What follows belongs to an exercise in optimizing a design on an open flow for small area, a short achievable clock period and few clock cycles; a production flow would make more cautious choices.
Only simulation tests tie the RTL to the original design; equivalence was not proved.
Power figures rest on the tool's default switching activity, not on a simulated workload.

## flow/config.mk

```make
export PLATFORM = sky130hd
export DESIGN_NAME = ss_pipeline
export DESIGN_NICKNAME = ss_pipeline
export VERILOG_FILES = /design/flow/design.v
export SDC_FILE = /design/flow/constraint.sdc
export NUM_CORES = 4
export LEC_CHECK = 0
export ABC_AREA = 1
export ABC_CLOCK_PERIOD_IN_PS = 2500
export CAP_MARGIN = 20
export CORE_MARGIN = 2
export CORE_UTILIZATION = 40
export SETUP_SLACK_MARGIN = 3
export SLEW_MARGIN = 20
```

## flow/constraint.sdc

```tcl
create_clock -name core_clock -period 6.0 [get_ports {clock}]
set_input_delay 1.2000 -clock core_clock [delete_from_list [all_inputs] [get_ports {clock}]]
set_output_delay 1.2000 -clock core_clock [all_outputs]
set_load 0.01 [all_outputs]
```

## flow/design.v

```verilog
`default_nettype none
package ss_pkg;
	localparam int WAYS  = 3;   
	localparam int XLEN  = 16;
	localparam int PC_W  = 8;   
	localparam int REG_W = 3;
	localparam logic [3:0] OP_NOP  = 4'h0;
	localparam logic [3:0] OP_ADD  = 4'h1;
	localparam logic [3:0] OP_SUB  = 4'h2;
	localparam logic [3:0] OP_ADDI = 4'h3;
	localparam logic [3:0] OP_BNZ  = 4'h4;   
	localparam logic [3:0] OP_HALT = 4'h5;
endpackage
`default_nettype wire
`timescale 1ns/1ps
`default_nettype none
module reg_file (
	input  logic        clock,
	input  logic        reset,
	input  logic        wr_en,
	input  logic [2:0]  wr_rd,
	input  logic [15:0] wr_data,
	input  logic        wr_zero,
	input  logic [2:0]  rs1,
	input  logic [2:0]  rs2,
	output logic [15:0] rd1,
	output logic [15:0] rd2,
	output logic [7:0]  nz
);
	logic [16*8-1:0] regs;
	assign regs[15:0] = '0;
	always_ff @(posedge clock) begin
		for (int r = 1; r < 8; r++) begin
			if (!reset)
				regs[16*r +: 16] <= '0;
			else if (wr_en && wr_rd == 3'(r))
				regs[16*r +: 16] <= wr_data;
		end
	end
	assign rd1 = regs[16*rs1 +: 16];
	assign rd2 = regs[16*rs2 +: 16];
	assign nz[0] = 1'b0;
	always_ff @(posedge clock) begin
		for (int r = 1; r < 8; r++) begin
			if (!reset)
				nz[r] <= 1'b0;
			else if (wr_en && wr_rd == 3'(r))
				nz[r] <= !wr_zero;
		end
	end
endmodule
`default_nettype wire
`timescale 1ns/1ps
`default_nettype none
module fetch_unit (
	input  logic        clock,
	input  logic        reset,
	output logic [7:0]  imem_addr,
	input  logic [31:0] instr,       
	output logic [2:0]  rs1,         
	output logic [2:0]  rs2,
	input  logic [15:0] rd1,
	input  logic [15:0] rd2,
	input  logic [7:0]  reg_nz,      
	input  logic        x_wr,        
	input  logic [2:0]  x_rd,
	input  logic [15:0] x_sum,
	input  logic        x_zero,      
	input  logic        x_miss,      
	input  logic [7:0]  x_alt,       
	output logic [1:0]  d_valid,
	output logic [7:0]  d_pc,
	output logic [5:0]  d_rd,
	output logic        d_alu,
	output logic        d_sub,
	output logic [1:0]  d_halt,
	output logic [15:0] d_a,
	output logic [15:0] d_b,
	output logic        d_pred       
);
	logic [7:0]  pc;
	logic        stopped;
	logic [5:0]  rd, rs1_w, rs2_w;
	logic [1:0]  is_alu, is_sub, is_addi, is_bnz, is_halt, wr, use1, use2;
	logic [31:0] imm;
	logic [15:0] target;
	logic [15:0] a, b;
	logic        fwd1, fwd2, pred;
	logic [1:0]  nz, taken, valid;
	assign imem_addr = pc;
	for (genvar w = 0; w < 2; w++) begin : g_dec
		decode_stage u_dec (
			.instr   (instr[16*w +: 16]),
			.rd      (rd[3*w +: 3]),
			.rs1     (rs1_w[3*w +: 3]),
			.rs2     (rs2_w[3*w +: 3]),
			.is_alu  (is_alu[w]),
			.is_sub  (is_sub[w]),
			.is_addi (is_addi[w]),
			.is_bnz  (is_bnz[w]),
			.is_halt (is_halt[w]),
			.wr      (wr[w]),
			.use1    (use1[w]),
			.use2    (use2[w]),
			.imm     (imm[16*w +: 16]),
			.target  (target[8*w +: 8])
		);
	end
	assign rs1  = rs1_w[2:0];
	assign rs2  = rs2_w[2:0];
	assign fwd1 = x_wr && x_rd == rs1;
	assign fwd2 = x_wr && x_rd == rs2;
	assign a    = fwd1 ? x_sum : rd1;
	assign b    = fwd2 ? x_sum : rd2;
	always_comb begin
		for (int w = 0; w < 2; w++)
			nz[w] = x_wr && x_rd == rs1_w[3*w +: 3] ? !x_zero : reg_nz[rs1_w[3*w +: 3]];
		pred     = is_bnz[1] && wr[0] && rd[2:0] == rs1_w[5:3];
		taken[0] = is_bnz[0] && nz[0];
		taken[1] = is_bnz[1] && (pred || nz[1]);
		valid[0] = !stopped;
		valid[1] = !stopped && !taken[0] && !is_halt[0] && !is_alu[1];
	end
	always_ff @(posedge clock) begin
		if (!reset) begin
			pc      <= '0;
			stopped <= 1'b0;
		end else if (x_miss) begin
			pc      <= x_alt;   
		end else if (!stopped) begin
			if (taken[0])
				pc <= target[7:0];
			else if (valid[1] && taken[1])
				pc <= target[15:8];
			else if (valid[1])
				pc <= pc + 8'd2;
			else
				pc <= pc + 8'd1;
			stopped <= is_halt[0] || (valid[1] && is_halt[1]);
		end
	end
	always_ff @(posedge clock) begin
		d_valid <= valid;
		d_pc    <= pc;
		d_rd    <= rd;
		d_alu   <= is_alu[0];
		d_sub   <= is_sub[0];
		d_halt  <= is_halt;
		d_a     <= is_sub[0] ? ~a : a;
		d_b     <= is_addi[0] ? imm[15:0] : b;
		d_pred  <= valid[1] && pred;
		if (!reset || x_miss) begin
			d_valid <= '0;
			d_pred  <= 1'b0;
		end
	end
endmodule
`default_nettype wire
`timescale 1ns/1ps
`default_nettype none
module decode_stage (
	input  logic [15:0] instr,
	output logic [2:0]  rd,
	output logic [2:0]  rs1,
	output logic [2:0]  rs2,
	output logic        is_alu,    
	output logic        is_sub,
	output logic        is_addi,
	output logic        is_bnz,
	output logic        is_halt,
	output logic        wr,        
	output logic        use1,      
	output logic        use2,      
	output logic [15:0] imm,       
	output logic [7:0]  target     
);
	logic [3:0] op;
	assign op      = instr[15:12];
	assign rd      = instr[11:9];
	assign rs1     = instr[8:6];
	assign rs2     = instr[5:3];
	assign is_alu  = op == ss_pkg::OP_ADD || op == ss_pkg::OP_SUB || op == ss_pkg::OP_ADDI;
	assign is_sub  = op == ss_pkg::OP_SUB;
	assign is_addi = op == ss_pkg::OP_ADDI;
	assign is_bnz  = op == ss_pkg::OP_BNZ;
	assign is_halt = op == ss_pkg::OP_HALT;
	assign wr      = is_alu && rd != 3'd0;
	assign use1    = (is_alu || is_bnz) && rs1 != 3'd0;
	assign use2    = (op == ss_pkg::OP_ADD || op == ss_pkg::OP_SUB) && rs2 != 3'd0;
	assign imm     = {{10{instr[5]}}, instr[5:0]};
	assign target  = {2'b00, instr[5:0]};
endmodule
`default_nettype wire
`timescale 1ns/1ps
`default_nettype none
module exec_stage (
	input  logic        d_sub,
	input  logic [15:0] d_a,
	input  logic [15:0] d_b,
	output logic [15:0] sum,
	output logic        zero
);
	ks_add16 u_add (
		.a   (d_a),
		.b   (d_b),
		.inv (d_sub),
		.s   (sum)
	);
	assign zero = (d_a ^ d_b) == (d_sub ? 16'hffff : {d_a[14:0] | d_b[14:0], 1'b0});
endmodule
module ks_add16 (
	input  logic [15:0] a,
	input  logic [15:0] b,
	input  logic        inv,
	output logic [15:0] s
);
	logic [15:0] p, g;
	logic [15:0] gl [5];
	logic [15:0] pl [5];
	always_comb begin
		p = a ^ b;
		g = a & b;
		gl[0] = g;
		pl[0] = p;
		for (int l = 0; l < 4; l++) begin
			for (int i = 0; i < 16; i++) begin
				if (i >= (1 << l)) begin
					gl[l+1][i] = gl[l][i] | (pl[l][i] & gl[l][i - (1 << l)]);
					pl[l+1][i] = pl[l][i] & pl[l][i - (1 << l)];
				end else begin
					gl[l+1][i] = gl[l][i];
					pl[l+1][i] = pl[l][i];
				end
			end
		end
		s = (p ^ {16{inv}}) ^ {gl[4][14:0], 1'b0};
	end
endmodule
`default_nettype wire
`timescale 1ns/1ps
`default_nettype none
module ss_pipeline (
	input  logic         clock,
	input  logic         reset,
	output logic [7:0]   imem_addr,
	input  logic [47:0]  imem_data,
	output logic [2:0]   commit_valid,
	output logic [23:0]  commit_pc,
	output logic [2:0]   commit_wr_en,
	output logic [8:0]   commit_rd,
	output logic [47:0]  commit_data,
	output logic [2:0]   commit_stop,
	output logic         halted
);
	logic [2:0]  rs1, rs2;
	logic [15:0] rd1, rd2;
	logic [7:0]  reg_nz;
	logic [1:0]  d_valid, d_halt;
	logic        d_alu, d_sub, d_pred;
	logic [7:0]  d_pc;
	logic [5:0]  d_rd;
	logic [15:0] d_a, d_b;
	logic [15:0] sum;
	logic        zero;
	logic        x_wr, x_miss;
	logic [1:0]  c_valid, c_stop;
	logic        c_wr_en;
	logic [7:0]  c_pc;
	logic [5:0]  c_rd;
	logic [15:0] c_data;
	assign x_wr   = d_valid[0] && d_alu && d_rd[2:0] != 3'd0;
	assign x_miss = d_pred && zero;
	fetch_unit u_fetch (
		.clock     (clock),
		.reset     (reset),
		.imem_addr (imem_addr),
		.instr     (imem_data[31:0]),
		.rs1       (rs1),
		.rs2       (rs2),
		.rd1       (rd1),
		.rd2       (rd2),
		.reg_nz    (reg_nz),
		.x_wr      (x_wr),
		.x_rd      (d_rd[2:0]),
		.x_sum     (sum),
		.x_zero    (zero),
		.x_miss    (x_miss),
		.x_alt     (d_pc + 8'd2),
		.d_valid   (d_valid),
		.d_pc      (d_pc),
		.d_rd      (d_rd),
		.d_alu     (d_alu),
		.d_sub     (d_sub),
		.d_halt    (d_halt),
		.d_a       (d_a),
		.d_b       (d_b),
		.d_pred    (d_pred)
	);
	reg_file u_reg_file (
		.clock   (clock),
		.reset   (reset),
		.wr_en   (x_wr),
		.wr_rd   (d_rd[2:0]),
		.wr_data (sum),
		.wr_zero (zero),
		.rs1     (rs1),
		.rs2     (rs2),
		.rd1     (rd1),
		.rd2     (rd2),
		.nz      (reg_nz)
	);
	exec_stage u_exec (
		.d_sub (d_sub),
		.d_a   (d_a),
		.d_b   (d_b),
		.sum   (sum),
		.zero  (zero)
	);
	always_ff @(posedge clock) begin
		c_valid <= d_valid;
		c_pc    <= d_pc;
		c_wr_en <= d_alu;
		c_rd    <= d_rd;
		c_data  <= d_alu ? sum : 16'd0;
		c_stop  <= d_halt;
		if (!reset)
			c_valid <= '0;
	end
	assign commit_valid = {1'b0, c_valid};
	assign commit_pc    = {8'd0, c_pc + 8'd1, c_pc};
	assign commit_wr_en = {2'b00, c_wr_en};
	assign commit_rd    = {3'd0, c_rd};
	assign commit_data  = {32'd0, c_data};
	assign commit_stop  = {1'b0, c_stop};
	always_ff @(posedge clock) begin
		if (!reset)
			halted <= 1'b0;
		else if (|(c_valid & c_stop))
			halted <= 1'b1;   
	end
endmodule
`default_nettype wire
```

## flow/flow/run.sh

```bash
#!/bin/bash
# The standard layout (standard synthesis, floorplan, placement, CTS,
# routing), except that the port buffers placed before global placement
# are sky130_fd_sc_hd__buf_2 rather than the flow's default choice (a
# clkdlybuf4s50 delay buffer), which is slow on the input and output
# paths. Make's full output goes to flow_make.log in this folder; ORFS
# keeps each step's log under orfs/logs.
set -euo pipefail
bash standard.sh "BUFFER_PORTS_ARGS=-buffer_cell sky130_fd_sc_hd__buf_2" finish > flow_make.log 2>&1
```

## flow/standard.sh

```bash
#!/bin/bash
# synth_recipe.tcl (not shown) runs the flow's synth.tcl, then flattens the netlist and writes it again
# the make line also repeats each setting of config.mk as NAME=value (left out here)
make -C /OpenROAD-flow-scripts/flow DESIGN_CONFIG=/design/flow/config.mk WORK_HOME=/design/flow/orfs CLKGATE_MAP_FILE= SYNTH_SCRIPT=/design/flow/synth_recipe.tcl "${@:-finish}"
```

==> results_dict.tcl, run 1 <==
set metrics [dict create \
    clk_path_buf_depth 3 \
    cp_slowest_stage_delay_ns 0.35 \
    critPathKind "register to output pin" \
    synth_seq_cells 217 \
    min_period_over_period 0.4768 \
    synth_edf_count 0 \
    ys_warn_count 6 \
    track_usage 0.2299 \
    slew_headroom 0.3376 \
    core_um2 30590 \
    peakVddDrop_mv 0.1945 \
    whs_endpoint "c_rd[3]" \
    r2r_slack_ns 3.21 \
    arrival_ns 1.66 \
    p_leak_nw 6.654 \
    slowest_stage "dfxtp_2" \
    antenna_found_initial 1 \
    overflow 0 \
    grt_max_degree 69 \
    io_buffers 85 \
    max_freq_mhz 349.5 \
    first_pass_iters 6 \
    wl_per_cell_um 16.58 \
    hold_viol_final 0 \
    gp_congestion 0.8636 \
    ys_types 53 \
    p_per_area_nw_per_um2 281.2 \
    synthArstFlopShare 0 \
    ys_seq_area_frac 0.3494 \
    worst-path-buf-inv 1 \
    timing.rr.end "u_fetch.d_a[6]" \
    grt_setup_unrepaired "yes" \
    cts.sinks 217 \
    outcome "timing/DRC/antenna clean" \
    worstHoldStart "u_fetch.d_rd[3]" \
    reg2regPathDepth 10 \
    die_area_um2 32510 \
    drc 0 \
    clk_pin_slew_ns 0.06 \
    crit_cells 5 \
    cts_tree "built" \
    grt_pass1_wl_mm 60.68 \
    setup_tns_ns 0 \
    final.setup_skew_ns 0.01563 \
    crit_fanout 4 \
    io_pins 149 \
    syn-cell-area_um2 12430 \
    clkLatencyLatePin_ns 0.54 \
    die_h_um 180.3 \
    synthCells 1845 \
    numCtsBuffers 26 \
    dp_hpwl_mm 25.42 \
    n_antenna_cell 0 \
    viasPerCell 5.198 \
    crit_path_end_kind "output pin" \
    start_util 0.4065 \
    fin_crit_ns 2.861 \
    crit_family "flip-flops" \
    layout-drive-gt1-share 0.1033 \
    ant_nets 0 \
    setup_viol 0 \
    whs_ns 0.3245 \
    synth-main-ff-cell "dfxtp_1" \
    crit_chain "ha_1 > nand3_1 > nor2_2 > xor2_1 > buf_2" \
    drv_slew 0 \
    dr_total_vias 11920 \
    holdCritPathClass "register to register" \
    syn_avg_cell_area_um2 6.740 \
    drtIter0Drc 1017 \
    grt_pass1_vias 11110 \
    tightest_slew_ns 0.9936 \
    drt_wl_total_mm 38.04 \
    hold_path_depth 0 \
    std_cell_rows 64 \
    htreeDepth 1 \
    fin_nets 1962 \
    critPathLaunchType "register" \
    die_w_um 180.3 \
    required_ns 4.80 \
    cap_violations 0 \
    root_buffer "clkbuf_16" \
    syn2layout_area_growth_pct 11.81 \
    r2r-start "u_fetch.d_a[1]" \
]
## power breakdown
group / switching, W / internal [W]
sequential: 0.0000533 / 0.00151
clock: 0.000627 / 0.000937
combinational: 0.000547 / 0.000236
total: 0.00123 / 0.00268
## per-layer routing
layer / vias up / wire [µm] / GRT usage
met2: 398 / 16940 / 0.3737
met1: 5465 / 17930 / 0.3204
met3: 57 / 2443 / 0.03153
met4: 0 / 731 / 0.06000
li1: 6004 / - / -
met5: - / 0 / 0
## area by class of cell
type / instances / area, µm²
inverters: 313 / 1195
repair buffers: 104 / 600.6
clock inverters: 10 / 116.4
multi-input cells: 1215 / 6406
clock buffers: 38 / 735.7
fillers: 3224 / 16690
well taps: 396 / 495.5
repair inverters: 1 / 7.507
flip-flops and latches: 217 / 4347
## timing repair
| item | CTS | global route |
|---|---|---|
| pin swaps | 2 | 2 |
| gates resized for setup | 20 | 21 |
| endpoints found under the setup margin | 37 | 22 |
| setup buffers | 1 | 0 |
| cloned | 2 | 0 |
| hold buffers | 0 | 0 |
## how the worst max path moves through the flow
stage | start | end | slack [ns]
2_1_floorplan | imem_data[8] | u_fetch.pc[0] | 3.19
3_3_place_gp | imem_data[7] | u_fetch.pc[0] | 1.76
3_5_place_dp | imem_data[7] | u_fetch.pc[5] | 1.74
4_1_cts | u_fetch.d_a[1] | u_fetch.d_a[8] | 3.03
5_1_grt | u_fetch.d_a[1] | u_fetch.d_a[15] | 2.99
6_report | c_pc[0] | commit_pc[14] | 3.14
## cell usage in the layout, fill, tap and decap left out, types with 34 or more instances in the layout
cell type,count
nand3_1,73
o21ai_0,260
dfxtp_1,215
a21oi_1,237
conb_1,47
nand2_1,260
inv_1,298
ha_1,34
nor2_1,101
buf_2,81
## logic make-up (layout without fill, tap and decap cells)
kind of cell / count (synthesis) / after routing / share of synthesized area
simple gates: 492 / 493 / 0.1667
fa+ha+maj: 34 / 34 / 0.03421
buf+inv: 460 / 466 / 0.1561
xor+xnor: 42 / 42 / 0.03019
other cells: 1 / 47 / 0.0003016
flops: 217 / 217 / 0.3494
compound gates: 599 / 599 / 0.2631
## state kept, by name (all words and copies together), names as in the netlist, 2 cells and up
| signal | count |
|---|---|
| c_rd | 6 |
| u_fetch.d_rd | 6 |
| u_fetch.d_b | 16 |
| u_fetch.d_halt | 2 |
| u_fetch.pc | 8 |
| c_valid | 2 |
| c_data | 16 |
| c_stop | 2 |
| u_fetch.d_a | 16 |
| u_reg_file.regs | 112 |
| c_pc | 8 |
| u_fetch.d_valid | 2 |
| u_fetch.d_pc | 8 |
| u_reg_file.nz | 7 |
## metrics by stage
step                      utilization  area, µm²  std cells  worst slack (ns)  total power (W)
after global routing           0.4545      13900       2294             2.993         0.004110
after detailed placement       0.4217      12900       2243             1.735         0.002350
after CTS                      0.4522      13830       2294             3.034         0.003931
final                          0.4545      13900       2294             3.139         0.003910
after floorplan                     -      12610       1891             3.193         0.002121
after global placement         0.4217      12900       2243             1.755         0.002344
## cells in the mapped netlist (all sizes together) (16+ instances only)
cell	instances	area, µm²
nor3	16	85.08
ha	34	425.4
o31ai	18	135.1
inv	307	1152
a21oi	240	1216
o21ai	262	1315
nor2	109	426.7
o211ai	28	210.2
nand2	268	1028
buf	66	460.4
dfxtp	217	4344
nand3	77	395.4
xor2	33	289.0
clkbuf	81	305.3
Testbench counts, summed over its fixed seeds: cycles 7,372.
==> run 2, diff against run 1 <==
--- a/flow/config.mk
+++ b/flow/config.mk
@@ -8,3 +8,2 @@
 export ABC_AREA = 1
-export ABC_CLOCK_PERIOD_IN_PS = 2500
 export CAP_MARGIN = 20
==> run 2 against run 1 <==
Total power unchanged. First-iteration DRC count stayed put. Largest power group unchanged. Critical path depth stayed put. Critical endpoint unchanged. Clock skew is the same. Die area stayed put. Area after synthesis did not move. Sequential power hardly changed. Utilization unchanged. Cell count is the same. Register-to-register slack about the same.
==> results_dict.tcl, run 2 <==
set metrics [dict create \
    syn_avg_cell_area_um2 6.740 \
    final_cell_mix "inv_1, nand2_1, o21ai_0" \
    grt_pass1_wl_mm 60.68 \
    cts.sinks 217 \
    p_leak_nw 6.654 \
    drc 0 \
    setup_tns_ns 0 \
    antenna_found_initial 1 \
    dr_total_vias 11920 \
    die_area_um2 32510 \
    synth.most_common_cell "inv_1" \
    synth_edf_count 0 \
    synth_top_family_by_area "compound AO/OA/AOI/OAI gates" \
    min_period_over_period 0.4768 \
    overflow 0 \
    io_buffers 85 \
    use_met3 0.03153 \
    final_common_cell "inv_1" \
    tightest_slew_ns 0.9936 \
    final.setup_skew_ns 0.01563 \
    top_usage_layer "met2" \
    whs_ns 0.3245 \
    die_w_um 180.3 \
    ys_warn_count 6 \
    clk_pin_slew_ns 0.06 \
    fillers 3224 \
    cap_violations 0 \
    required_ns 4.80 \
    ant_nets 0 \
    setup_viol 0 \
    ys_seq_area_frac 0.3494 \
    io_pins 149 \
    arrival_ns 1.66 \
    htreeDepth 1 \
    grtUsageMet2 0.3737 \
    worst-path-buf-inv 1 \
    peakVddDrop_mv 0.1945 \
    n_antenna_cell 0 \
    holdCritPathClass "register to register" \
    clk_path_buf_depth 3 \
    layout-drive-gt1-share 0.1033 \
    hold_viol_final 0 \
    synthSimpleGateAreaFrac 0.1667 \
    drtIter0Drc 1017 \
    cp_slowest_stage_delay_ns 0.35 \
    critPathLaunchType "register" \
    crit_family "flip-flops" \
    track_usage 0.2299 \
    critPathKind "register to output pin" \
    synthCells 1845 \
    synth_xor_area_frac 0.03019 \
    slowest_stage "dfxtp_2" \
    grt_setup_unrepaired "yes" \
    dp_cells 2243 \
    syn-cell-area_um2 12430 \
    ys_types 53 \
    synth-main-ff-cell "dfxtp_1" \
    outcome "timing/DRC/antenna clean" \
    synth_seq_cells 217 \
    grt_max_degree 69 \
    drt_wl_total_mm 38.04 \
    start_util 0.4065 \
    crit_fanout 4 \
    std_cell_rows 64 \
    syn2layout_area_growth_pct 11.81 \
    drv_slew 0 \
    max_freq_mhz 349.5 \
    clkLatencyLatePin_ns 0.54 \
    synth_compound_area_frac 0.2631 \
    root_buffer "clkbuf_16" \
    gp_congestion 0.8636 \
    largest_reg_flops 112 \
    regMostFlops "u_reg_file.regs" \
    die_h_um 180.3 \
    synthAdderAreaFrac 0.03421 \
    synth_area_leaders "dfxtp_1, o21ai_0, a21oi_1" \
    wl_per_cell_um 16.58 \
    p_per_area_nw_per_um2 281.2 \
    grt_pass1_vias 11110 \
    met1_usage 0.3204 \
    synthMuxAreaShare 0 \
    fin_nets 1962 \
    synth_top_area_share 0.3494 \
    numCtsBuffers 26 \
    crit_path_end_kind "output pin" \
    slew_headroom 0.3376 \
    dp_hpwl_mm 25.42 \
    crit_chain "ha_1 > nand3_1 > nor2_2 > xor2_1 > buf_2" \
    synth.largest_area_cell "dfxtp_1" \
    ys_top_cells_by_count "inv_1, nand2_1, o21ai_0" \
    core_um2 30590 \
    ctsHoldBuffers 0 \
    p_total_w 0.003910 \
    cts_tree "built" \
    synthArstFlopShare 0 \
    viasPerCell 5.198 \
    first_pass_iters 6 \
    fin_crit_ns 2.861 \
    layoutNonFillerInstCount 2294 \
]
[run 2: kinds of logic (layout without fill, tap and decap cells)]
group | Yosys count | after routing
AO/OA/AOI/OAI | 599 | 599
XOR/XNOR | 42 | 42
adder cells (fa/ha/maj) | 34 | 34
buffers and inverters | 460 | 466
flip-flops | 217 | 217
other | 1 | 47
AND/OR/NAND/NOR | 492 | 493
[run 2: per-layer routing]
layer / vias to the layer above / share of wire
met1: 5465 / 0.47
met4: 0 / 0.019
li1: 6004 / -
met3: 57 / 0.064
met2: 398 / 0.45
met5: - / 0
[run 2: path summary, 6_finish.rpt]
check / startpoint / end / slack [ns] / cells past startpoint
setup / recovery: c_pc[0] / commit_pc[14] / 3.14 / 5
hold reg to reg: u_fetch.d_rd[3] / c_rd[3] / 0.32 / 0
hold / removal: u_fetch.d_rd[3] / c_rd[3] / 0.32 / 0
setup reg to reg: u_fetch.d_a[1] / u_fetch.d_a[6] / 3.21 / 10
[run 2: where the power goes]
group	leakage, nW	switching (W)	internal, W
registers	1.77	0.0000533	0.00151
clock network	0.414	0.000627	0.000937
logic	4.47	0.000547	0.000236
[run 2: worst reg2reg max path, cell delays in order, from the launching register on]
cell	delay [ns]
dfxtp_1	0.34
inv_1	0.05
ha_1	0.34
a21oi_1	0.28
o21bai_2	0.14
a21oi_2	0.23
o21ai_0	0.19
or2_2	0.34
nand2_2	0.22
o21ai_0	0.27
xor2_1	0.23
[run 2: area by class of cell]
type / instances / area, µm² / area share
Clock buffer: 38 / 735.7 / 0.05292
Tap cell: 396 / 495.5 / 0.03564
Timing Repair Buffer: 104 / 600.6 / 0.04320
Clock inverter: 10 / 116.4 / 0.008369
Multi-Input combinational cell: 1215 / 6406 / 0.4608
Timing Repair inverter: 1 / 7.507 / 0.0005400
Inverter: 313 / 1195 / 0.08594
Sequential cell: 217 / 4347 / 0.3126
[run 2: stage by stage]
stage / setup WS (ns) / area, µm² / util
6_report: 3.139 / 13900 / 0.4545
5_1_grt: 2.993 / 13900 / 0.4545
4_1_cts: 3.034 / 13830 / 0.4522
3_5_place_dp: 1.735 / 12900 / 0.4217
3_3_place_gp: 1.755 / 12900 / 0.4217
2_1_floorplan: 3.193 / 12610 / -
[run 2: repair_timing]
action | CTS | global route
cloned | 2 | 0
setup endpoints to repair | 37 | 22
pin swaps | 2 | 2
buffers inserted | 1 | 0
gates resized for setup | 20 | 21
==> run 3, diff against run 2 <==
--- a/flow/config.mk
+++ b/flow/config.mk
@@ -7,6 +7,5 @@
 export LEC_CHECK = 0
-export ABC_AREA = 1
 export CAP_MARGIN = 20
 export CORE_MARGIN = 2
-export CORE_UTILIZATION = 40
+export CORE_UTILIZATION = 55
 export SETUP_SLACK_MARGIN = 3
==> run 3 against run 2 <==
First-iteration DRC count fell by 31%. Combinational power is 28% lower. Flip-flop and latch count stayed put. Cell count fell by 30%. Largest power group is now clock. Highest routed layer unchanged. Sequential power about the same. Critical path type is now input pin to register. Wire length fell by 17%.
==> results_dict.tcl, run 3 <==
set metrics [dict create \
    cp_common_cell "o31ai_1" \
    timing.rr.end "u_fetch.pc[5]" \
    p_leak_nw 6.515 \
    cap_violations 0 \
    post-route-util 0.6463 \
    final_common_cell "dfxtp_1" \
    holdCritPathClass "register to register" \
    core_um2 20820 \
    final.setup_skew_ns 0.007993 \
    fillers 1796 \
    setup_viol 0 \
    critPathKind "input pin to register" \
    largest_reg_flops 112 \
    grt_pass1_vias 8731 \
    dp_cells 1540 \
    p_per_area_nw_per_um2 276.0 \
    drc 0 \
    ys_top_cells_by_count "dfxtp_1, nand2_1, o211a_1" \
    ys_seq_area_frac 0.3750 \
    peakVddDrop_mv 0.2365 \
    multiInputGateArea_um2 6923 \
    crit_family "simple AND/OR/NAND/NOR gates" \
    layoutNonFillerInstCount 1604 \
    cts_tree "built" \
    crit_fanout 19 \
    dr_total_vias 9420 \
    wl_per_cell_um 19.72 \
    numCtsBuffers 25 \
    dp_slack_ns 1.986 \
    required_ns 6.40 \
    htreeDepth 1 \
    slowest_stage "or4_1" \
    setup_tns_ns 0 \
    slew_headroom 0.2830 \
    syn_avg_cell_area_um2 9.283 \
    start_util 0.5564 \
    synthSimpleGateAreaFrac 0.1398 \
    synthCells 1248 \
    crit_chain "buf_8 > buf_12 > xor2_1 > nor4_4 > buf_4 > and3_1 > nand3b_1 > and2_4 > or4_1 > o31ai_1 > o31ai_1" \
    ys_types 64 \
    clk_path_buf_depth 3 \
    overflow 0 \
    grt_max_degree 73 \
    synthAdderAreaFrac 0.03672 \
    die_h_um 149.1 \
    synth_edf_count 0 \
    synth_top_family_by_area "compound AO/OA/AOI/OAI gates" \
    r2r-start "u_fetch.d_b[8]" \
    worst-path-buf-inv 3 \
    io_buffers 85 \
    io_pins 149 \
    fin_nets 1396 \
    clk_pin_slew_ns 0.06 \
    worstHoldStart "u_fetch.d_rd[4]" \
    clkLatencyLatePin_ns 0.52 \
    layout-drive-gt1-share 0.2325 \
    synth_top_area_share 0.3750 \
    synth_seq_cells 217 \
    min_period_over_period 0.4976 \
    final_cell_mix "dfxtp_1, nand2_1, o211a_1" \
    synth.most_common_cell "dfxtp_1" \
    std_cell_rows 53 \
    crit_path_end_kind "register" \
    dp_hpwl_mm 20.33 \
    root_buffer "clkbuf_16" \
    gp_congestion 0.8665 \
    whs_endpoint "c_rd[4]" \
    synth_area_leaders "dfxtp_1, o211a_1, mux4_2" \
    outcome "timing/DRC/antenna clean" \
    fin_ws_ns 3.015 \
    drtIter0Drc 703 \
    track_usage 0.2787 \
    n_antenna_cell 0 \
    die_w_um 149.1 \
    synth_xor_area_frac 0.05724 \
    drt_wl_total_mm 31.64 \
    seq_area_um2 4362 \
    syn2layout_area_growth_pct 16.16 \
    ys_warn_count 6 \
    drv_slew 0 \
    reg2regPathDepth 11 \
    die_area_um2 22240 \
    r2r_slack_ns 3.09 \
    cp_slowest_stage_delay_ns 0.49 \
    whs_ns 0.3265 \
    arrival_ns 3.39 \
    fin_crit_ns 2.985 \
    synthArstFlopShare 0 \
    viasPerCell 5.873 \
    synth_compound_area_frac 0.1981 \
    ant_nets 0 \
    grt_setup_unrepaired "yes" \
    antenna_found_initial 0 \
    cts.sinks 217 \
    crit_start "imem_data[8]" \
    synth-main-ff-cell "dfxtp_1" \
    regMostFlops "u_reg_file.regs" \
    synthMuxAreaShare 0.1137 \
    hold_path_depth 0 \
    grt_pass1_wl_mm 48.60 \
    first_pass_iters 6 \
    hold_viol_final 0 \
    critPathLaunchType "input pin" \
    syn-cell-area_um2 11580 \
    synth.largest_area_cell "dfxtp_1" \
    max_freq_mhz 335.0 \
    tightest_slew_ns 1.064 \
]
-- run 3: cell types whose count changed in the layout (fill, tap and decap cells not counted), sizes merged, moves of 23 or more --
| cell | before | now |
|---|---|---|
| a21oi | 240 | 63 |
| a221oi | 1 | 24 |
| inv | 307 | 60 |
| mux2 | 0 | 33 |
| mux4 | 0 | 34 |
| nand2 | 269 | 151 |
| nand3 | 77 | 16 |
| nor2 | 109 | 72 |
| o211a | 0 | 100 |
| o211ai | 28 | 5 |
| o21ai | 262 | 44 |
| xnor2 | 9 | 32 |
-- run 3: timing repair --
item,CTS,global route
buffers inserted,9,9
setup endpoints to repair,82,57
pin swaps,8,15
cloned,0,2
gates resized for setup,28,49
hold buffers,0,0
-- run 3: report_power, final --
part,switching [W],internal [W]
Clock,0.000615,0.000992
Combinational,0.000355,0.000211
Sequential,0.0000479,0.00149
Total,0.00102,0.00270
-- run 3: metal layers --
metal / wire length (µm) / part of all wire / GRT usage
met1: 14540 / 0.46 / 0.4089
met2: 14350 / 0.45 / 0.4371
met3: 2163 / 0.068 / 0.03700
met4: 589 / 0.019 / 0.06714
met5: 0 / 0 / 0
-- run 3: layout make-up --
type	count	share of cell area
well taps	275	0.02557
inverters	58	0.01618
multi-input cells	889	0.5145
clock buffers	28	0.04807
clock inverters	16	0.01618
flip-flops and latches	217	0.3241
repair buffers	121	0.05542
-- run 3: through the flow --
step                instance area (µm²)  power (W)
floorplan                         11810   0.001918
global route                      13460   0.003856
CTS                               13120   0.003691
global placement                  12020   0.002055
detailed placement                12040   0.002061
finish                            13460   0.003714
-- run 3: worst max-delay path by stage --
stage / endpoint / cells past startpoint / slack [ns]
2_1_floorplan: u_fetch.pc[1] / 9 / 2.89
3_3_place_gp: u_fetch.pc[1] / 10 / 2.01
3_5_place_dp: u_fetch.pc[1] / 10 / 1.99
4_1_cts: u_fetch.d_b[15] / 12 / 2.90
5_1_grt: u_fetch.pc[6] / 11 / 2.96
6_report: u_fetch.pc[1] / 11 / 3.01
-- run 3: logic make-up after synthesis --
logic type | Yosys count
other | 1
xor gates and xnor gates | 74
and+or+nand+nor | 347
muxes | 85
adders and majority gates | 34
DFF | 217
buffers and inverters | 190
AOI/OAI and AO/OA | 300
-- run 3: worst reg2reg max path, cell delays in order (launching register included) --
cell,delay [ns]
dfxtp_2,0.38
inv_1,0.06
ha_1,0.34
xor2_1,0.25
nand2_1,0.15
nand4_1,0.10
nor3_2,0.19
or3b_4,0.48
or2_4,0.31
and3_4,0.19
a21boi_1,0.12
a22o_1,0.22
==> run 4, diff against run 3 <==
--- a/flow/config.mk
+++ b/flow/config.mk
@@ -9,3 +9,3 @@
 export CORE_MARGIN = 2
-export CORE_UTILIZATION = 55
+export CORE_UTILIZATION = 35
 export SETUP_SLACK_MARGIN = 3
==> run 4 against run 3 <==
Non-clock buffer count increased by 3. Via count increased by 1.6%. Largest power group is now registers. Wire length increased by 0.74%. Maximum frequency increased by 3.5%. Worst hold slack got worse by 0.0018 ns. Critical endpoint is now u_fetch.pc[5]. Setup slack improved by 0.10 ns. Total power decreased by 3.6%. Synthesized cell count unchanged. Die area increased by 55%.
==> results_dict.tcl, run 4 <==
set metrics [dict create \
    die_h_um 185.9 \
    clk_pin_slew_ns 0.06 \
    slew_headroom 0.2366 \
    dp_hpwl_mm 20.68 \
    syn2layout_area_growth_pct 18.47 \
    io_pins 149 \
    required_ns 6.41 \
    synthCells 1248 \
    worstHoldStart "u_fetch.d_rd[4]" \
    final.setup_skew_ns 0.01672 \
    track_usage 0.1826 \
    ys_seq_area_frac 0.3750 \
    cts_tree "built" \
    holdCritPathClass "register to register" \
    synth_area_leaders "dfxtp_1, o211a_1, mux4_2" \
    clk_path_buf_depth 3 \
    synth_seq_cells 217 \
    p_total_w 0.003581 \
    layout-drive-gt1-share 0.2348 \
    fillers 3222 \
    whs_endpoint "c_rd[4]" \
    final_common_cell "dfxtp_1" \
    swShare 0.2751 \
    min_period_over_period 0.4805 \
    arrival_ns 3.30 \
    dr_total_vias 9567 \
    crit_path_end_kind "register" \
    synth-main-ff-cell "dfxtp_1" \
    drc 0 \
    r2r-start "u_fetch.d_b[11]" \
    regMostFlops "u_reg_file.regs" \
    seq_area_um2 4359 \
    n_antenna_cell 0 \
    fin_nets 1397 \
    setup_viol 0 \
    synth.most_common_cell "dfxtp_1" \
    r2r_slack_ns 3.12 \
    grt_setup_unrepaired "yes" \
    core_um2 32540 \
    htreeDepth 1 \
    p_switching_w 0.0009852 \
    p_leak_nw 6.530 \
    largest_reg_flops 112 \
    ant_nets 0 \
    power_frac_comb 0.156 \
    reg2regPathDepth 10 \
    synthArstFlopShare 0 \
    critPathKind "register to register" \
    root_buffer "clkbuf_16" \
    max_freq_mhz 346.8 \
    viasPerCell 5.402 \
    setup_tns_ns 0 \
    critPathLaunchType "register" \
    timing.rr.end "u_fetch.pc[5]" \
    synth_edf_count 0 \
    ctsHoldBuffers 0 \
    drt_wl_total_mm 31.87 \
    final_cell_mix "dfxtp_1, nand2_1, o211a_1" \
    synth_top_area_share 0.3750 \
    hold_viol_final 0 \
    grt_pass1_vias 9108 \
    cap_violations 0 \
    grt_pass1_wl_mm 49.82 \
    p_clk_frac 0.413 \
    hold_path_depth 0 \
    ys_top_cells_by_count "dfxtp_1, nand2_1, o211a_1" \
    synth.largest_area_cell "dfxtp_1" \
    syn-cell-area_um2 11580 \
    io_buffers 85 \
    drv_slew 0 \
    multiInputGateArea_um2 6965 \
    numCtsBuffers 24 \
    antenna_found_initial 1 \
    crit_start "u_fetch.d_b[11]" \
    die_w_um 185.9 \
    cts.sinks 217 \
    first_pass_iters 7 \
    start_util 0.3561 \
    overflow 0 \
    p_int_w 0.002596 \
    outcome "timing/DRC/antenna clean" \
    ys_types 64 \
    crit_fanout 7 \
    wl_per_cell_um 18.00 \
    fin_crit_ns 2.883 \
    peakVddDrop_mv 0.1538 \
    p_per_area_nw_per_um2 260.9 \
    drtIter0Drc 638 \
    gp_congestion 0.8594 \
    grt_max_degree 78 \
    tightest_slew_ns 1.137 \
    ys_warn_count 6 \
    die_area_um2 34570 \
    sequentialPowerShare 0.431 \
    syn_avg_cell_area_um2 9.283 \
    clkLatencyLatePin_ns 0.52 \
    whs_ns 0.3247 \
    std_cell_rows 66 \
]
run 4: cell counts after synthesis:
Identical to the previous run, type by type.
run 4: worst max path at each step:
stage          cells after the start              end  slack, ns
2_1_floorplan                      9    u_fetch.pc[1]       2.89
3_3_place_gp                      11    u_fetch.pc[4]       1.96
3_5_place_dp                      10    u_fetch.pc[1]       1.96
4_1_cts                           11  u_fetch.d_b[13]       2.96
5_1_grt                           12    u_fetch.pc[5]       2.95
6_report                          10    u_fetch.pc[5]       3.12
run 4: critical path, cell delays in order (launching register included):
cell	delay, ns
dfxtp_1	0.38
inv_1	0.07
ha_1	0.35
xor2_1	0.24
a22oi_1	0.28
nand2_1	0.16
or3b_4	0.45
or2_4	0.30
and3_1	0.23
a21boi_1	0.14
a22o_1	0.20
run 4: layout make-up:
cell class / instances / share of cell area
clock inverter: 9 / 0.007384
multi-input combinational: 888 / 0.5075
clock buffer: 33 / 0.05069
sequential: 217 / 0.3176
timing repair buffer: 124 / 0.06063
tap: 442 / 0.04030
inverter: 58 / 0.01586
run 4: stage by stage:
stage | area (µm²) | util | worst slack (ns) | instances
after CTS | 13390 | 0.4115 | 2.963 | 1764
after global placement | 12220 | 0.3757 | 1.962 | 1705
after floorplan | 11810 | - | 2.895 | 1294
final | 13720 | 0.4218 | 3.117 | 1771
after detailed placement | 12220 | 0.3757 | 1.957 | 1705
after global routing | 13720 | 0.4218 | 2.946 | 1771
run 4: power by group through the flow:
stage | registers [W] | clock network, W | logic [W]
after floorplan | 0.00156 | 0 | 0.000356
after global placement | 0.00157 | 0 | 0.000475
after detailed placement | 0.00157 | 0 | 0.000478
after CTS | 0.00154 | 0.00151 | 0.000520
after global routing | 0.00155 | 0.00158 | 0.000605
final | 0.00154 | 0.00148 | 0.000558
run 4: cells by family after synthesis:
family | share of synthesized area
AND/OR/NAND/NOR | 0.1398
XOR/XNOR | 0.05724
multiplexers | 0.1137
flip-flops | 0.3750
buffers and inverters | 0.07917
AO/OA/AOI/OAI | 0.1981
other | 0.0003237
adder cells (fa/ha/maj) | 0.03672
run 4: timing repair:
action / CTS / global route
gates resized for setup: 35 / 55
pin swaps: 9 / 13
cloned: 2 / 0
setup endpoints to repair: 80 / 62
setup buffers: 15 / 7
run 4: routing by layer:
metal	part of all wire	vias up	GRT usage
met5	0.00050	-	0
met1	0.45	4639	0.2470
met3	0.060	70	0.02583
met2	0.47	352	0.3022
li1	-	4504	-
met4	0.022	2	0.05386
==> run 5, diff against run 4 <==
--- a/flow/config.mk
+++ b/flow/config.mk
@@ -9,3 +9,3 @@
 export CORE_MARGIN = 2
-export CORE_UTILIZATION = 35
+export CORE_UTILIZATION = 40
 export SETUP_SLACK_MARGIN = 3
==> run 5 against run 4 <==
Final area shrank 2.6%. Highest routed layer is now met4. Utilization increased by 4.5 points. Maximum frequency fell by 1.5%. Largest cell class unchanged. Cell count fell by 3.6%.
==> results_dict.tcl, run 5 <==
set metrics [dict create \
    synth_edf_count 0 \
    dp_hpwl_mm 20.47 \
    worst-path-buf-inv 1 \
    track_usage 0.1964 \
    drt_wl_total_mm 30.93 \
    cp_slowest_stage_delay_ns 0.48 \
    die_area_um2 30340 \
    crit_family "simple AND/OR/NAND/NOR gates" \
    grt_pass1_vias 8846 \
    max_freq_mhz 341.6 \
    first_pass_iters 5 \
    min_period_over_period 0.4878 \
    reg2regPathDepth 11 \
    start_util 0.4047 \
    tightest_slew_ns 1.124 \
    std_cell_rows 62 \
    timing.rr.end "u_fetch.pc[5]" \
    final.setup_skew_ns 0.009731 \
    slowest_stage "or3b_4" \
    critPathLaunchType "register" \
    crit_path_end_kind "register" \
    ant_nets 0 \
    layout-drive-gt1-share 0.2177 \
    io_pins 149 \
    numCtsBuffers 24 \
    fin_crit_ns 2.927 \
    syn_avg_cell_area_um2 9.283 \
    p_per_area_nw_per_um2 262.0 \
    crit_start "u_fetch.d_a[12]" \
    grt_pass1_wl_mm 48.16 \
    hold_viol_final 0 \
    clk_pin_slew_ns 0.06 \
    regMostFlops "u_reg_file.regs" \
    synth_top_area_share 0.3750 \
    setup_tns_ns 0 \
    overflow 0 \
    htreeDepth 1 \
    p_clk_frac 0.406 \
    dr_total_vias 9433 \
    arrival_ns 3.34 \
    cts.sinks 217 \
    power_frac_comb 0.154 \
    top_usage_layer "met2" \
    clk_path_buf_depth 3 \
    n_antenna_cell 0 \
    p_int_w 0.002546 \
    ys_seq_area_frac 0.3750 \
    largest_reg_flops 112 \
    grt_setup_unrepaired "no" \
    clkLatencyLatePin_ns 0.52 \
    p_leak_nw 6.419 \
    drtIter0Drc 720 \
    antenna_found_initial 0 \
    holdCritPathClass "register to register" \
    fin_nets 1392 \
    swShare 0.2731 \
    synth_area_leaders "dfxtp_1, o211a_1, mux4_2" \
    grtUsageMet2 0.3219 \
    p_total_w 0.003502 \
    wl_per_cell_um 18.12 \
    final_cell_mix "dfxtp_1, nand2_1, o211a_1" \
    slew_headroom 0.2450 \
    r2r_slack_ns 3.07 \
    peakVddDrop_mv 0.2448 \
    synthCells 1248 \
    outcome "timing/DRC/antenna clean" \
    cap_violations 0 \
    use_met3 0.02822 \
    dp_cells 1648 \
    core_um2 28630 \
    synth_seq_cells 217 \
    synth.largest_area_cell "dfxtp_1" \
    die_h_um 174.2 \
    met1_usage 0.2654 \
    grt_max_degree 74 \
    final_common_cell "dfxtp_1" \
    syn2layout_area_growth_pct 15.39 \
    root_buffer "clkbuf_16" \
    gp_congestion 0.8346 \
    layoutNonFillerInstCount 1707 \
    die_w_um 174.2 \
    syn-cell-area_um2 11580 \
    drv_slew 0 \
    r2r-start "u_fetch.d_a[12]" \
    required_ns 6.41 \
    cts_tree "built" \
    whs_ns 0.3261 \
    setup_viol 0 \
    crit_cells 11 \
    crit_fanout 8 \
    synth-main-ff-cell "dfxtp_1" \
    drc 0 \
    synth.most_common_cell "dfxtp_1" \
    p_switching_w 0.0009564 \
    crit_end "u_fetch.pc[5]" \
    ys_types 64 \
    ys_top_cells_by_count "dfxtp_1, nand2_1, o211a_1" \
    ys_warn_count 6 \
    io_buffers 85 \
    viasPerCell 5.526 \
    synthArstFlopShare 0 \
    critPathKind "register to register" \
    crit_chain "inv_1 > ha_1 > xor2_1 > nand2_1 > nand4_1 > nor3_2 > or3b_4 > or2_4 > and3_1 > a21boi_1 > a22o_1" \
    sequentialPowerShare 0.440 \
]
## run 5: power by group through the flow
stage	combinational, W	clock (W)	sequential [W]
floorplan	0.000356	0	0.00156
global placement	0.000479	0	0.00157
detailed placement	0.000481	0	0.00157
CTS	0.000501	0.00145	0.00154
global route	0.000589	0.00151	0.00155
finish	0.000541	0.00142	0.00154
## run 5: worst min path at each step
| stage | startpoint | end | depth (start not counted) |
|---|---|---|---|
| 2_1_floorplan | u_fetch.d_rd[3] | c_rd[3] | 0 |
| 3_3_place_gp | u_fetch.d_rd[4] | c_rd[4] | 0 |
| 3_5_place_dp | u_fetch.d_halt[0] | c_stop[0] | 0 |
| 4_1_cts | u_fetch.d_halt[0] | c_stop[0] | 0 |
| 5_1_grt | u_fetch.d_halt[0] | c_stop[0] | 0 |
| 6_report | u_fetch.d_rd[4] | c_rd[4] | 0 |
## run 5: final cells by class
class | instances | area [µm²]
clock buffer | 36 | 706.9
clock inverter | 5 | 55.05
fill | 2745 | 15260
inverter | 58 | 217.7
multi-input combinational | 887 | 6848
sequential | 217 | 4352
tap | 384 | 480.5
timing repair buffer | 120 | 708.2
## run 5: cells by family after synthesis
family	synth area share
fa+ha+maj	0.03672
xor+xnor	0.05724
other cells	0.0003237
compound gates	0.1981
mux	0.1137
simple gates	0.1398
buf+inv	0.07917
flops	0.3750
## run 5: worst register-to-register path, delay by kind of cell (launching register included)
kind	cells	cell delay, ns
adders and majority gates	1	0.34
DFF	1	0.37
xor gates and xnor gates	1	0.24
and+or+nand+nor	6	1.48
buffers and inverters	1	0.06
AOI/OAI and AO/OA	2	0.34
## run 5: stage by stage
stage	util	worst slack, ns	area, µm²
after floorplan	-	2.895	11810
after global placement	0.4245	2.014	12150
after detailed placement	0.4246	1.964	12160
after CTS	0.4566	2.996	13070
after global routing	0.4670	2.946	13370
final	0.4670	3.073	13370
## run 5: per-layer routing
metal  vias up  routed length (µm)
li1       4488                   -
met1      4547               13780
met3        58                1962
met2       340               14410
met4         0                 769
met5         -                   0
## run 5: timing repair
action | in CTS | in global routing
gates cloned | 0 | 0
endpoints found under the setup margin | 73 | 79
pin swaps | 3 | 9
gates resized for setup | 19 | 38
buffers inserted | 7 | 11
hold buffers | 0 | 0
==> run 6, diff against run 5 <==
--- a/flow/config.mk
+++ b/flow/config.mk
@@ -9,3 +9,3 @@
 export CORE_MARGIN = 2
-export CORE_UTILIZATION = 40
+export CORE_UTILIZATION = 30
 export SETUP_SLACK_MARGIN = 3
==> run 6 against run 5 <==
First-iteration DRC count fell by 13%. Setup slack improved by 0.012 ns. Cell count rose by 7.3%. Still clean. Critical path type is now register to output pin. Register-to-register slack improved by 0.04 ns. Worst hold slack got worse by 0.0012 ns. Final area increased by 1.5%. Sequential share of layout area is 0.49 points lower. Largest cell class unchanged. Total power is 0.74% higher. Global-route usage shrank 4.3 points. Utilization is 11 points lower. Synthesized cell count stayed put. Largest power group unchanged. Die area grew 33%.
==> results_dict.tcl, run 6 <==
set metrics [dict create \
    final_common_cell "dfxtp_1" \
    fin_crit_ns 2.915 \
    io_pins 149 \
    syn_avg_cell_area_um2 9.283 \
    slowest_stage "dfxtp_2" \
    top_usage_layer "met2" \
    wl_per_cell_um 17.80 \
    first_pass_iters 6 \
    gp_congestion 0.8366 \
    setup_viol 0 \
    synth.largest_area_cell "dfxtp_1" \
    synth.most_common_cell "dfxtp_1" \
    cts.sinks 217 \
    start_util 0.3061 \
    grt_pass1_wl_mm 50.08 \
    crit_chain "and3_1 > nand3_1 > or2_2 > xnor2_1 > buf_2" \
    critPathKind "register to output pin" \
    ys_top_cells_by_count "dfxtp_1, nand2_1, o211a_1" \
    clk_pin_slew_ns 0.05 \
    final.setup_skew_ns 0.01088 \
    p_per_area_nw_per_um2 259.9 \
    die_w_um 200.5 \
    die_h_um 200.5 \
    synthArstFlopShare 0 \
    use_met3 0.02403 \
    critPathLaunchType "register" \
    overflow 0 \
    fin_nets 1387 \
    track_usage 0.1529 \
    core_um2 37840 \
    synth_seq_cells 217 \
    antenna_found_initial 2 \
    clk_path_buf_depth 3 \
    grt_setup_unrepaired "yes" \
    root_buffer "clkbuf_16" \
    slew_headroom 0.2592 \
    synth_edf_count 0 \
    crit_path_end_kind "output pin" \
    required_ns 4.80 \
    cts_tree "built" \
    io_buffers 85 \
    drt_wl_total_mm 32.60 \
    grt_max_degree 87 \
    setup_tns_ns 0 \
    layout-drive-gt1-share 0.2199 \
    p_leak_nw 6.430 \
    fillers 3772 \
    regMostFlops "u_reg_file.regs" \
    clkLatencyLatePin_ns 0.52 \
    arrival_ns 1.71 \
    dr_total_vias 9545 \
    synthCells 1248 \
    cp_slowest_stage_delay_ns 0.36 \
    ys_types 64 \
    crit_fanout 5 \
    ant_nets 0 \
    syn-cell-area_um2 11580 \
    grt_pass1_vias 9116 \
    grtUsageMet2 0.2595 \
    ys_seq_area_frac 0.3750 \
    worst-path-buf-inv 1 \
    peakVddDrop_mv 0.2406 \
    met1_usage 0.2000 \
    tightest_slew_ns 1.103 \
    outcome "timing/DRC/antenna clean" \
    min_period_over_period 0.4858 \
    ctsHoldBuffers 0 \
    drtIter0Drc 630 \
    cap_violations 0 \
    max_freq_mhz 343.1 \
    htreeDepth 1 \
    syn2layout_area_growth_pct 17.17 \
    dp_hpwl_mm 20.45 \
    std_cell_rows 71 \
    r2r_slack_ns 3.11 \
    synth-main-ff-cell "dfxtp_1" \
    hold_viol_final 0 \
    largest_reg_flops 112 \
    synth_area_leaders "dfxtp_1, o211a_1, mux4_2" \
    drc 0 \
    numCtsBuffers 25 \
    crit_family "simple AND/OR/NAND/NOR gates" \
    post-route-util 0.3587 \
    drv_slew 0 \
    final_cell_mix "dfxtp_1, nand2_1, o211a_1" \
    holdCritPathClass "register to register" \
    ys_warn_count 6 \
    viasPerCell 5.213 \
    die_area_um2 40200 \
    synth_top_area_share 0.3750 \
]
==> run 6: cell types whose count changed in the layout (fill, tap and decap cells not counted), sizes merged <==
cell / before / now
diode: 0 / 1
bufbuf: 0 / 1
bufinv: 1 / 0
clkinvlp: 2 / 1
nand3: 15 / 16
clkinv: 2 / 8
buf: 120 / 112
clkbuf: 36 / 34
==> run 6: path summary, 6_finish.rpt <==
check / from / endpoint / cells after the start
hold / removal: u_fetch.d_rd[4] / c_rd[4] / 0
setup / recovery: c_pc[0] / commit_pc[15] / 5
hold reg to reg: u_fetch.d_rd[4] / c_rd[4] / 0
setup reg to reg: u_fetch.d_a[8] / u_fetch.pc[5] / 11
==> run 6: kinds of logic after synthesis <==
| group | after synthesis | synth area share |
|---|---|---|
| mux | 85 | 0.1137 |
| buf+inv | 190 | 0.07917 |
| compound gates | 300 | 0.1981 |
| fa+ha+maj | 34 | 0.03672 |
| xor+xnor | 74 | 0.05724 |
| other cells | 1 | 0.0003237 |
| simple gates | 347 | 0.1398 |
| flops | 217 | 0.3750 |
==> run 6: what timing repair did <==
item / CTS / global route
pin swaps: 6 / 13
resized for setup: 32 / 37
endpoints found under the setup margin: 72 / 60
gates cloned: 1 / 1
setup buffers: 9 / 5
==> run 6: power by group <==
part           total [W]  switching, W  internal [W]
registers        0.00154     0.0000472       0.00149
logic           0.000554      0.000351      0.000203
clock network    0.00143      0.000601      0.000833
==> run 6: final cells by class <==
class	count	area, µm²	share of cell area
Timing Repair Buffer	113	691.9	0.05097
Tap cell	511	639.4	0.04710
Clock buffer	34	719.4	0.05300
Inverter	58	217.7	0.01604
Multi-Input combinational cell	888	6899	0.5082
Clock inverter	9	51.30	0.003779
Antenna cell	1	2.502	0.0001843
Sequential cell	217	4353	0.3207
==> run 6: worst register-to-register path, stage by stage (launching register included) <==
cell and delay [ns]:
dfxtp_1 0.33, inv_1 0.05, ha_1 0.39, xor2_2 0.25, nand2_1 0.14, nand4_1 0.11
nor3_2 0.19, or3b_4 0.47, or2_4 0.30, and3_1 0.23, a21boi_1 0.14, a22o_1 0.20
==> run 6: metal layers <==
layer / part of all wire / vias to the layer above
met5: 0.00040 / -
met4: 0.021 / 2
met3: 0.070 / 62
met2: 0.48 / 367
met1: 0.43 / 4626
li1: - / 4488
==> run 6: metrics by stage <==
step	setup WS (ns)	hold slack (ns)	power [W]	cell area (µm²)	std cells
after floorplan	2.895	0.3096	0.001918	11810	1294
after global placement	1.971	0.3097	0.002049	12300	1771
after detailed placement	1.983	0.3138	0.002053	12300	1771
after CTS	2.936	0.3272	0.003515	13320	1824
after global routing	2.983	0.3405	0.003672	13570	1830
final	3.085	0.3249	0.003528	13570	1831
==> run 7, diff against run 6 <==
--- a/flow/config.mk
+++ b/flow/config.mk
@@ -10,2 +10,3 @@
 export CORE_UTILIZATION = 30
+export PLACE_DENSITY = 0.5
 export SETUP_SLACK_MARGIN = 3
==> run 7 against run 6 <==
Count of clock-buffer cells in the layout is 5 lower. Final area is 1.9% higher. Area after synthesis stayed put. Register-to-register slack worse by 0.05 ns. Sequential share of layout area is 0.49 points lower. Wire length is 4.9% higher. Via count is 2.1% lower. Flip-flop and latch count stayed put. Setup slack worse by 0.029 ns. Worst hold slack hardly changed. Largest cell class unchanged.
==> results_dict.tcl, run 7 <==
set metrics [dict create \
    outcome "timing/DRC/antenna clean" \
    synth_seq_cells 217 \
    reg2regPathDepth 10 \
    viasPerCell 5.094 \
    p_leak_nw 6.496 \
    layout-drive-gt1-share 0.2396 \
    synth_top_area_share 0.3750 \
    die_w_um 200.5 \
    synth.largest_area_cell "dfxtp_1" \
    required_ns 6.41 \
    core_um2 37840 \
    clkLatencyLatePin_ns 0.52 \
    synth.most_common_cell "dfxtp_1" \
    die_area_um2 40200 \
    ant_nets 0 \
    cts.sinks 217 \
    synthArstFlopShare 0 \
    n_antenna_cell 0 \
    cp_slowest_stage_delay_ns 0.47 \
    timing.rr.end "u_fetch.pc[0]" \
    tightest_slew_ns 1.077 \
    fin_crit_ns 2.944 \
    r2r-start "u_fetch.d_b[7]" \
    synth-main-ff-cell "dfxtp_1" \
    grt_max_degree 77 \
    cts_tree "built" \
    max_freq_mhz 339.7 \
    dp_hpwl_mm 22.19 \
    clk_path_buf_depth 3 \
    syn_avg_cell_area_um2 9.283 \
    cap_violations 0 \
    setup_tns_ns 0 \
    place_area_um2 12320 \
    grt_pass1_wl_mm 51.54 \
    final_common_cell "dfxtp_1" \
    fillers 3824 \
    clk_pin_slew_ns 0.06 \
    hold_viol_final 0 \
    arrival_ns 3.36 \
    critPathKind "register to register" \
    grt_setup_unrepaired "no" \
    crit_fanout 6 \
    holdCritPathClass "register to register" \
    syn-cell-area_um2 11580 \
    syn2layout_area_growth_pct 19.42 \
    whs_ns 0.3254 \
    drv_slew 0 \
    p_per_area_nw_per_um2 269.7 \
    dr_total_vias 9342 \
    regMostFlops "u_reg_file.regs" \
    peakVddDrop_mv 0.1586 \
    grt_pass1_vias 8851 \
    slowest_stage "or3b_4" \
    io_buffers 85 \
    start_util 0.3061 \
    min_period_over_period 0.4906 \
    io_pins 149 \
    crit_chain "inv_1 > ha_2 > o22ai_1 > nor4_2 > nand3_2 > or3b_4 > o211a_4 > a211oi_1 > nor3_1 > o221a_1" \
    setup_viol 0 \
    final.setup_skew_ns 0.01111 \
    first_pass_iters 5 \
    ys_top_cells_by_count "dfxtp_1, nand2_1, o211a_1" \
    r2r_slack_ns 3.06 \
    crit_end "u_fetch.pc[0]" \
    drtIter0Drc 557 \
    ys_types 64 \
    gp_congestion 0.8473 \
    p_total_w 0.003731 \
    crit_start "u_fetch.d_b[7]" \
    htreeDepth 1 \
    fin_nets 1389 \
    drt_wl_total_mm 34.21 \
    die_h_um 200.5 \
    largest_reg_flops 112 \
    synth_area_leaders "dfxtp_1, o211a_1, mux4_2" \
    design_area_um2 13830 \
    slew_headroom 0.2741 \
    critPathLaunchType "register" \
    ys_seq_area_frac 0.3750 \
    numCtsBuffers 25 \
    synth_edf_count 0 \
    synthCells 1248 \
    post-route-util 0.3656 \
    ys_warn_count 6 \
    final_cell_mix "dfxtp_1, nand2_1, o211a_1" \
    crit_path_end_kind "register" \
    drc 0 \
    track_usage 0.1599 \
    antenna_found_initial 1 \
    wl_per_cell_um 18.65 \
    std_cell_rows 71 \
    overflow 0 \
    root_buffer "clkbuf_16" \
]
==> run 7: cell counts after synthesis <==
Identical to the previous run, type by type.
==> run 7: cell families (layout without fill, tap and decap cells) <==
kind of cell / Yosys count / in the layout / synth area share
and+or+nand+nor: 347 / 349 / 0.1398
AOI/OAI and AO/OA: 300 / 300 / 0.1981
DFF: 217 / 217 / 0.3750
buffers and inverters: 190 / 217 / 0.07917
muxes: 85 / 85 / 0.1137
xor gates and xnor gates: 74 / 74 / 0.05724
adders and majority gates: 34 / 34 / 0.03672
other: 1 / 47 / 0.0003237
==> run 7: worst min-delay path by stage <==
stage	start	to	slack, ns	depth (start not counted)
4_1_cts	u_fetch.d_halt[0]	c_stop[0]	0.33	0
3_5_place_dp	u_fetch.d_rd[5]	c_rd[5]	0.31	0
6_report	u_fetch.d_rd[5]	c_rd[5]	0.33	0
2_1_floorplan	u_fetch.d_rd[3]	c_rd[3]	0.31	0
5_1_grt	u_fetch.d_rd[5]	c_rd[5]	0.34	0
3_3_place_gp	u_fetch.d_rd[5]	c_rd[5]	0.31	0
==> run 7: where the power goes <==
group	switching, W	internal [W]	leakage (nW)	total, W
clock	0.000643	0.000978	0.421	0.00162
combinational	0.000357	0.000211	4.30	0.000568
sequential	0.0000501	0.00149	1.77	0.00154
total	0.00105	0.00268	6.50	0.00373
==> run 7: area by class of cell <==
cell class / instances / area [µm²] / share of cell area
multi-input combinational: 889 / 7012 / 0.5068
sequential: 217 / 4368 / 0.3157
timing repair buffer: 114 / 725.7 / 0.05246
clock buffer: 29 / 670.6 / 0.04848
tap: 511 / 639.4 / 0.04622
inverter: 58 / 217.7 / 0.01574
clock inverter: 16 / 201.4 / 0.01456
==> run 7: metal layers <==
metal,up-vias,wire length [µm],global-route usage
met3,56,1755,0.02679
met5,-,13,0
met2,267,15830,0.2623
met4,2,750,0.04735
li1,4490,-,-
met1,4527,15860,0.2158
==> run 7: metrics by stage <==
step / instances / worst slack, ns
after global placement: 1774 / 1.985
after floorplan: 1294 / 2.895
after detailed placement: 1774 / 1.889
after global routing: 1834 / 2.967
after CTS: 1826 / 2.931
final: 1834 / 3.056
==> run 7: timing repair <==
| action | 4_1_cts | 5_1_grt |
|---|---|---|
| setup buffers | 7 | 5 |
| pin swaps | 8 | 11 |
| setup endpoints to repair | 85 | 48 |
| gates resized for setup | 32 | 60 |
| gates cloned | 0 | 3 |
| hold buffers | 0 | 0 |
==> run 7: critical path, delay by kind of cell, from the launching register on <==
family	cells	cell delay [ns]
compound gates	4	1.01
fa+ha+maj	1	0.41
buf+inv	1	0.06
flops	1	0.39
simple gates	4	0.97
==> run 8, diff against run 7 <==
--- a/flow/config.mk
+++ b/flow/config.mk
@@ -10,3 +10,3 @@
 export CORE_UTILIZATION = 30
-export PLACE_DENSITY = 0.5
+export GPL_TIMING_DRIVEN = 0
 export SETUP_SLACK_MARGIN = 3
==> run 8 against run 7 <==
Still clean. Count of clock-buffer cells in the layout rose by 6. First-iteration DRC count rose by 59%. Non-clock buffer count rose by 117. Register-to-register slack improved by 0.02 ns. Final area rose by 3.7%. Combinational power rose by 9.2%. Setup slack got worse by 0.011 ns. Area after synthesis did not move. Sequential share of layout area fell by 1.2 points. Total power rose by 3.2%. Critical endpoint is now u_fetch.pc[6]. Highest routed layer is now met4.
==> results_dict.tcl, run 8 <==
set metrics [dict create \
    ys_warn_count 6 \
    overflow 0 \
    gp_congestion 0.9071 \
    grt_pass1_vias 9486 \
    dp_hpwl_mm 27.26 \
    start_util 0.3061 \
    n_antenna_cell 0 \
    synth.most_common_cell "dfxtp_1" \
    holdCritPathClass "register to register" \
    whs_ns 0.3258 \
    r2r_slack_ns 3.08 \
    clkLatencyLatePin_ns 0.56 \
    critPathKind "input pin to register" \
    drc 0 \
    grt_pass1_wl_mm 55.83 \
    p_total_w 0.003850 \
    htreeDepth 1 \
    clk_path_buf_depth 3 \
    drtIter0Drc 887 \
    first_pass_iters 5 \
    final_cell_mix "dfxtp_1, nand2_1, o211a_1" \
    die_w_um 200.5 \
    io_buffers 80 \
    synth-main-ff-cell "dfxtp_1" \
    clk_pin_slew_ns 0.06 \
    cp_slowest_stage_delay_ns 0.30 \
    die_area_um2 40200 \
    outcome "timing/DRC/antenna clean" \
    p_per_area_nw_per_um2 268.4 \
    crit_path_end_kind "register" \
    drt_wl_total_mm 36.70 \
    setup_tns_ns 0 \
    crit_fanout 9 \
    ys_seq_area_frac 0.3750 \
    crit_chain "clkbuf_4 > xor2_1 > nor4_4 > buf_4 > and3_1 > nand3b_1 > buf_4 > a21oi_4 > mux2i_1 > mux2i_1 > nand2_1" \
    regMostFlops "u_reg_file.regs" \
    slew_headroom 0.2953 \
    use_met3 0.02143 \
    required_ns 6.43 \
    ant_nets 0 \
    ys_top_cells_by_count "dfxtp_1, nand2_1, o211a_1" \
    top_usage_layer "met2" \
    synth.largest_area_cell "dfxtp_1" \
    synthArstFlopShare 0 \
    viasPerCell 5.120 \
    min_period_over_period 0.4925 \
    hold_viol_final 0 \
    drv_slew 0 \
    numCtsBuffers 26 \
    cts.sinks 217 \
    synthCells 1248 \
    grtUsageMet2 0.2887 \
    slowest_stage "mux2i_1" \
    place_area_um2 12860 \
    synth_seq_cells 217 \
    largest_reg_flops 112 \
    synth_area_leaders "dfxtp_1, o211a_1, mux4_2" \
    grt_setup_unrepaired "yes" \
    timing.rr.end "u_fetch.pc[5]" \
    std_cell_rows 71 \
    die_h_um 200.5 \
    max_freq_mhz 338.4 \
    crit_end "u_fetch.pc[6]" \
    crit_start "imem_data[8]" \
    tightest_slew_ns 1.047 \
    syn-cell-area_um2 11580 \
    synth_top_area_share 0.3750 \
    setup_viol 0 \
    met1_usage 0.2400 \
    grt_max_degree 15 \
    design_area_um2 14340 \
    syn2layout_area_growth_pct 23.82 \
    r2r-start "u_fetch.d_a[13]" \
    post-route-util 0.3790 \
    reg2regPathDepth 12 \
    antenna_found_initial 0 \
    synth_edf_count 0 \
    io_pins 149 \
    fin_crit_ns 2.955 \
    syn_avg_cell_area_um2 9.283 \
    cts_tree "built" \
    final_common_cell "dfxtp_1" \
    core_um2 37840 \
    root_buffer "clkbuf_16" \
    critPathLaunchType "input pin" \
    arrival_ns 3.38 \
    cap_violations 0 \
    final.setup_skew_ns 0.03356 \
    fin_nets 1506 \
    ys_types 64 \
    wl_per_cell_um 18.80 \
    layout-drive-gt1-share 0.2332 \
    dr_total_vias 9995 \
    track_usage 0.1744 \
    p_leak_nw 6.861 \
    peakVddDrop_mv 0.2044 \
]
-- run 8: cell types whose count changed in the layout (fill, tap and decap cells not counted), sizes merged --
cell	delta
clkbuf	+73
inv	-2
and2	-1
buf	+50
clkinv	+2
clkinvlp	-4
-- run 8: repair_timing --
action	CTS	global route
resized for setup	21	43
hold buffers	0	0
pin swaps	6	9
setup buffers	6	13
setup endpoints to repair	83	68
gates cloned	0	1
-- run 8: layout make-up --
class / instances / area, µm²
repair buffers: 99 / 593.1
clock buffers: 35 / 744.5
flip-flops and latches: 217 / 4350
clock inverters: 12 / 192.7
fillers: 3832 / 23500
plain buffers: 132 / 737.0
multi-input cells: 888 / 6869
inverters: 58 / 217.7
well taps: 511 / 639.4
-- run 8: layer usage --
layer / vias to the layer above / routed length, µm
li1: 4741 / -
met1: 4837 / 16540
met3: 61 / 2273
met2: 356 / 16980
met4: 0 / 901
met5: - / 0
-- run 8: metrics by stage --
| step | setup slack, ns | instances |
|---|---|---|
| 5_1_grt | 2.911 | 1952 |
| 6_report | 3.045 | 1952 |
| 2_1_floorplan | 2.895 | 1294 |
| 4_1_cts | 2.966 | 1938 |
| 3_5_place_dp | 2.292 | 1885 |
| 3_3_place_gp | 2.268 | 1885 |
-- run 8: logic make-up after synthesis --
| kind of cell | after synthesis | share of synthesized area |
|---|---|---|
| XOR/XNOR | 74 | 0.05724 |
| flip-flops | 217 | 0.3750 |
| AND/OR/NAND/NOR | 347 | 0.1398 |
| buffers and inverters | 190 | 0.07917 |
| multiplexers | 85 | 0.1137 |
| AO/OA/AOI/OAI | 300 | 0.1981 |
| adder cells (fa/ha/maj) | 34 | 0.03672 |
| other | 1 | 0.0003237 |
-- run 8: worst min path at each step --
stage / start / endpoint / slack, ns / cells past startpoint
final: u_fetch.d_rd[4] / c_rd[4] / 0.33 / 0
after global routing: u_fetch.d_rd[4] / c_rd[4] / 0.33 / 0
after CTS: u_fetch.d_rd[4] / c_rd[4] / 0.33 / 0
after detailed placement: u_fetch.d_halt[0] / c_stop[0] / 0.31 / 0
after global placement: u_fetch.d_rd[4] / c_rd[4] / 0.31 / 0
after floorplan: u_fetch.d_rd[3] / c_rd[3] / 0.31 / 0
-- run 8: report_power, final --
part	internal [W]	leakage [nW]	total, W	switching (W)
Combinational	0.000238	4.63	0.000620	0.000383
Clock	0.00105	0.463	0.00169	0.000649
Sequential	0.00149	1.77	0.00153	0.0000417
-- run 8: worst max-delay path: cells and delay by family --
family                    cells  cell delay [ns]
AOI/OAI and AO/OA             1             0.20
xor gates and xnor gates      1             0.21
buffers and inverters         3             0.59
muxes                         2             0.52
and+or+nand+nor               4             0.66

==> separate check: timing with driven ports <==
The results above use ideal ports. As a check the final layouts listed here were re-extracted and re-timed, cells and wires unchanged. Step 1 (the two cells are an assumption about what drives the block):
set clk [get_ports {clock}]
set_driving_cell -lib_cell sky130_fd_sc_hd__clkbuf_16 $clk
set_driving_cell -lib_cell sky130_fd_sc_hd__buf_2 [delete_from_list [all_inputs] $clk]
Step 2 moves the port delays by t, midway between the first and last clock arrival at a register: inputs arrive t later, outputs are due t later. That takes back most of the time a late clock gives input paths. Three values: no drivers, after step 1, after step 2; two values: the first two.
| run | t (ns) | setup WS [ns] | worst hold slack (ns) |
|---|---|---|---|
| run 1 | 0.583 | 3.139 / 3.089 / 2.548 | 0.325 / 0.325 / 0.325 |
| run 2 | 0.583 | 3.139 / 3.089 / 2.548 | 0.325 / 0.325 / 0.325 |
| run 3 | 0.564 | 3.015 / 3.021 / 2.457 | 0.327 / 0.327 / 0.327 |
| run 4 | 0.559 | 3.117 / 3.084 / 2.567 | 0.325 / 0.325 / 0.325 |
| run 5 | 0.558 | 3.073 / 3.031 / 2.539 | 0.326 / 0.326 / 0.326 |
| run 6 | 0.562 | 3.085 / 3.034 / 2.543 | 0.325 / 0.325 / 0.325 |
| run 7 | 0.569 | 3.056 / 3.012 / 2.442 | 0.325 / 0.325 / 0.325 |
| run 8 | 0.594 | 3.045 / 3.047 / 2.473 | 0.326 / 0.326 / 0.326 |
After both steps every run listed still meets setup and hold. For run 7, which loses most, drivers alone change the setup slack by -0.044 ns; drivers and shift together by -0.614 ns.
